This design comes from an exercise in tuning for small area on the open sky130 flow, not from production work. Function was checked by simulation only, so behaviour that the tests miss may differ from the original. Power and IR drop assume default switching activity. The clock port is modelled as an ideal driver; clocking choices that lean on that would not hold on a real chip.

Setup of job 743:
// memory_system
module memory_system #(
  parameter bit BOOT_LOAD = 1'b1
) (
  input  logic                  clk,
  input  logic                  reset,
  input  logic [memory_map_pkg::ADDR_W-1:0]     address,
  input  logic [memory_map_pkg::DATA_W-1:0]     to_memory,
  input  logic                  write,
  output logic [memory_map_pkg::DATA_W-1:0]     from_memory,
  output logic                  cpu_reset,
  input  logic                  load_valid,
  input  logic [memory_map_pkg::DATA_W-1:0]     load_data,
  input  logic                  load_last,
  output logic                  load_ready,
  input  logic [memory_map_pkg::PORT_BUS_W-1:0] port_in,
  output logic [memory_map_pkg::PORT_BUS_W-1:0] port_out
);
clock: 5.0 ns
lec_check: 0
cap_margin: 20
core_margin: 2
core_utilization: 50
cts_buf_list: sky130_fd_sc_hd__clkbuf_8 sky130_fd_sc_hd__clkbuf_16
cts_cluster_diameter: 80
cts_cluster_size: 30
slew_margin: 20
synth_hierarchical: 1
synth_minimum_keep_size: 0
run.sh (not shown) runs the stock make flow with config.mk's settings and CLKGATE_MAP_FILE= SYNTH_SCRIPT=/design/flow/synth_recipe.tcl, a recipe that flattens the netlist after the stock synthesis.
diff inputs: job 743 => job 774
- CTS_CLUSTER_DIAMETER: 80 -> unset
- CORE_UTILIZATION: 50 -> 60
- CTS_CLUSTER_SIZE: 30 -> unset
- CTS_BUF_LIST: sky130_fd_sc_hd__clkbuf_8 sky130_fd_sc_hd__clkbuf_16 -> sky130_fd_sc_hd__clkbuf_4 sky130_fd_sc_hd__clkbuf_8
Findings:
Cmp job 774 vs job 743: critical path depth higher in job 774. Arrival time at the worst endpoint (higher): job 774. Job 774 reports a lower chip height than job 743 does. When job 774 is measured against job 743, its clock-buffer cell count turns out 329 higher. Job 774 vs. job 743: final design instance area without fill went up by about 2%. [compare] base=job 743 new=job 774: cell-internal power has increased, final setup TNS closely matched the old numbers, slack of the critical path decreased 290 ps. Re routed wire length: job 774 is 2.3% up on job 743.
#### Input delta (job 5849 over job 774)
- CTS_BUF_LIST removed (was sky130_fd_sc_hd__clkbuf_4 sky130_fd_sc_hd__clkbuf_8)
- CORE_UTILIZATION changed from 60 to 40
Findings:
- Final cell area: job 5849 above job 774
- Between job 5849 and job 774, it is job 5849 whose transition time at the pin with the least slew margin is higher, by 21 ps.
- Looking at capturing element of the worst setup path, the r_from_memory[4] result is from job 774; the r_from_memory[2] one comes from job 5849.
- Any difference in combinational power share between job 5849 and job 774 is small enough to ignore.
- Job 5849 reports a lower post-layout minimum cycle time than job 774 does.
- Average vias per placed instance was lower in job 5849 than in job 774.

---

Another version of the RTL of memory_system (not shown whole).
For scale: roughly 100 I/O pins, about 65,000 um2 of cells after synthesis.
==> flow/config.mk <==
export PLATFORM = sky130hd
export DESIGN_NAME = memory_system
export DESIGN_NICKNAME = memory_system
export VERILOG_FILES = /design/flow/design.v
export SDC_FILE = /design/flow/constraint.sdc
export NUM_CORES = 4
export LEC_CHECK = 0
export CAP_MARGIN = 20
export CORE_MARGIN = 2
export CORE_UTILIZATION = 60
export GPL_TIMING_DRIVEN = 0
export SLEW_MARGIN = 20
export SYNTH_HIERARCHICAL = 1
export SYNTH_MINIMUM_KEEP_SIZE = 0
==> flow/constraint.sdc <==
create_clock -name core_clock -period 5.0 [get_ports {clk}]
set_input_delay 1.0000 -clock core_clock [delete_from_list [all_inputs] [get_ports {clk}]]
set_output_delay 1.0000 -clock core_clock [all_outputs]
set_load 0.01 [all_outputs]
standard.sh (not shown) runs the stock make flow with config.mk's settings and CLKGATE_MAP_FILE= SYNTH_SCRIPT=/design/flow/synth_recipe.tcl, a recipe that flattens the netlist after the stock synthesis.
==> flow/flow/run.sh <==
#!/bin/bash
# Layout flow: the standard synthesis; then the combinational cells, which
# ABC maps one small module at a time and sizes up (the storage hold gates
# become a2bb2oi_2), are set back to size 1 of the same cell (flow/downsize.py);
# then the standard layout from that netlist, with the synthesis buffers
# removed at floorplan, the smallest buffer on the ports and a clock tree built
# without dummy loads. The layout's repair steps size cells up again where
# needed. Each step's output goes to its own log in the work folder.
set -euo pipefail
R=orfs/results/${FLOW_PLATFORM}/memory_system/base
bash standard.sh synth > flow_synth.log 2>&1
python3 flow/downsize.py "$R/1_2_yosys.v" > flow_downsize.log 2>&1
export REMOVE_ABC_BUFFERS=1
export BUFFER_PORTS_ARGS="-buffer_cell sky130_fd_sc_hd__buf_1"
export CTS_ARGS="-sink_clustering_enable -repair_clock_nets -dont_use_dummy_load -sink_clustering_size 30 -sink_clustering_max_diameter 80 -buf_list {sky130_fd_sc_hd__clkbuf_8 sky130_fd_sc_hd__clkbuf_16}"
bash standard.sh finish > flow_finish.log 2>&1
Other scripts of this flow, unchanged in this note and not shown: flow/flow/downsize.py
The first run finished with negative setup slack left.
Next try:
Settings changed: SETUP_SLACK_MARGIN from default to 0.2.
Outcome: The new run completed with no timing, DRC or antenna violations; design area hardly moves; setup slack gets better by 280 ps; register-to-register slack gets better by 30 ps; clock skew stays flat.
Next try:
Settings changed: CORE_UTILIZATION 60 to 65, SETUP_SLACK_MARGIN 0.2 to 0.3.
Outcome: Cell area stays flat. Worst hold slack hardly moves. Setup slack gets better by 150 ps. Die area fell by 7.6%. Wire length went down by 2.6%. Via count rose by 1.0%. Power barely changes. Area after synthesis is unchanged.
Next try:
Settings changed: CORE_UTILIZATION 65 to 50, GPL_TIMING_DRIVEN 0 to default, SETUP_SLACK_MARGIN 0.3 to 0.1.
The changed run completed without violations. Synthesized area stays the same. Total power grows by a few percent. Flip-flop and latch count stays the same. Wire length grows by roughly a tenth. Die area grows by a quarter to a third. Utilization shrinks by 15 points. Clock skew grows by 44 ps.

---

Another version of the RTL of memory_system (not shown whole).
Size in the first run: roughly 5200 cells after synthesis, ~100 I/O pins, about 64000 um^2 of cells after synthesis.
Settings: LEC_CHECK=0, CAP_MARGIN=10, CORE_MARGIN=2, CORE_UTILIZATION=65, GPL_TIMING_DRIVEN=0, SETUP_SLACK_MARGIN=0.3, SLEW_MARGIN=10, SYNTH_HIERARCHICAL=1, SYNTH_MINIMUM_KEEP_SIZE=0; clock period 5.0 ns.
==> flow/flow/downsize.py <==
"""Rewrites a synthesized netlist in place: every combinational cell instance
of size 2 or more (buffers excepted) is set to the size-1 variant
of the same cell when the library has one with the same pins. The layout's
repair steps size cells up again where slew, load or timing need it."""
import os
import re
import sys

lib = os.path.join(os.environ['FLOW_HOME'], 'platforms', 'sky130hd', 'lib',
                   'sky130_fd_sc_hd__tt_025C_1v80.lib')
text = open(lib).read()
pins = {}
for m in re.finditer(r'\n\s*cell\s*\(\s*"?(sky130_fd_sc_hd__\w+?)"?\s*\)', text):
    name = m.group(1)
    end = text.find('\n    cell (', m.end())
    body = text[m.end():end if end > 0 else len(text)]
    if 'ff (' in body or 'latch (' in body:
        continue
    pins[name] = tuple(sorted(set(re.findall(r'\bpin\s*\(\s*"?(\w+)"?\s*\)', body))))

SKIP = re.compile(r'^sky130_fd_sc_hd__(buf|clkbuf|clkdly|dlygate|dlymetal|bufbuf|bufinv|inv|clkinv|conb|tap|fill|decap|diode|lpflow|probe)')


def smallest(cell):
    m = re.match(r'^(sky130_fd_sc_hd__\w+)_(\d+)$', cell)
    if not m or SKIP.match(cell) or cell not in pins:
        return cell
    base, size = m.group(1), int(m.group(2))
    for s in (1,):
        cand = f'{base}_{s}'
        if s < size and cand in pins and pins[cand] == pins[cell]:
            return cand
    return cell


path = sys.argv[1]
net = open(path).read()
counts = {}


def sub(m):
    new = smallest(m.group(1))
    if new != m.group(1):
        counts[(m.group(1), new)] = counts.get((m.group(1), new), 0) + 1
    return new + m.group(2)


net = re.sub(r'\b(sky130_fd_sc_hd__\w+)(\s+\S+\s*\()', sub, net)
open(path, 'w').write(net)
for (a, b), n in sorted(counts.items()):
    print(f'{n:6d} {a} -> {b}')
print('total', sum(counts.values()))
Scripts as last shown in full above: flow/flow/run.sh
The starting point finished clean.
Next try:
- CAP_MARGIN: 10 -> 20
- SLEW_MARGIN: 10 -> 20
Result: Hold slack gains 0.0068 ns. Flip-flop and latch count does not change. Wire length drops by about 0.36%. Cell count stays flat.

## what the ideal ports hide
Ports are ideal in the flow. The routed layouts listed here were re-timed in OpenROAD. Step 1 assumes that a clkbuf_16 drives the clock port and a buf_2 every other input. Step 2 moves the port delays by t, midway between the first and last clock arrival at a register: inputs arrive t later, outputs are due t later. That takes back most of the time a late clock gives input paths. a / b / c = ideal / step 1 / step 2; a / b = the first two.
| run | shift t [ns] | slack for setup (ns) | pins driven straight from the clock port |
|---|---|---|---|
| job 743 | 0.803 | 0.555 / 0.555 / -0.165 | 1 |
| job 774 | 1.030 | 0.269 / 0.269 / -0.413 | 1 |
| job 5849 | 0.891 | 0.597 / 0.597 / -0.201 | 1 |
| the first run of note 2 | 0.766 | -0.197 / -0.149 / -0.915 | 1 |
| the second run of note 2 | 0.766 | 0.081 / 0.129 / -0.637 | 1 |
| the third run of note 2 | 0.757 | 0.227 / 0.281 / -0.476 | 1 |
| the fourth run of note 2 | 0.792 | 0.626 / 0.628 / -0.164 | 1 |
| the first run of note 3 | 0.760 | 0.176 / 0.168 / -0.592 | 1 |
| the second run of note 3 | 0.765 | 0.157 / 0.145 / -0.620 | 1 |
With both steps, setup timing fails in 8 of these runs, where it was met with ideal ports. The setup slack of job 5849, which loses most, moves by 0.000 ns with the drivers and by -0.798 ns with both steps.
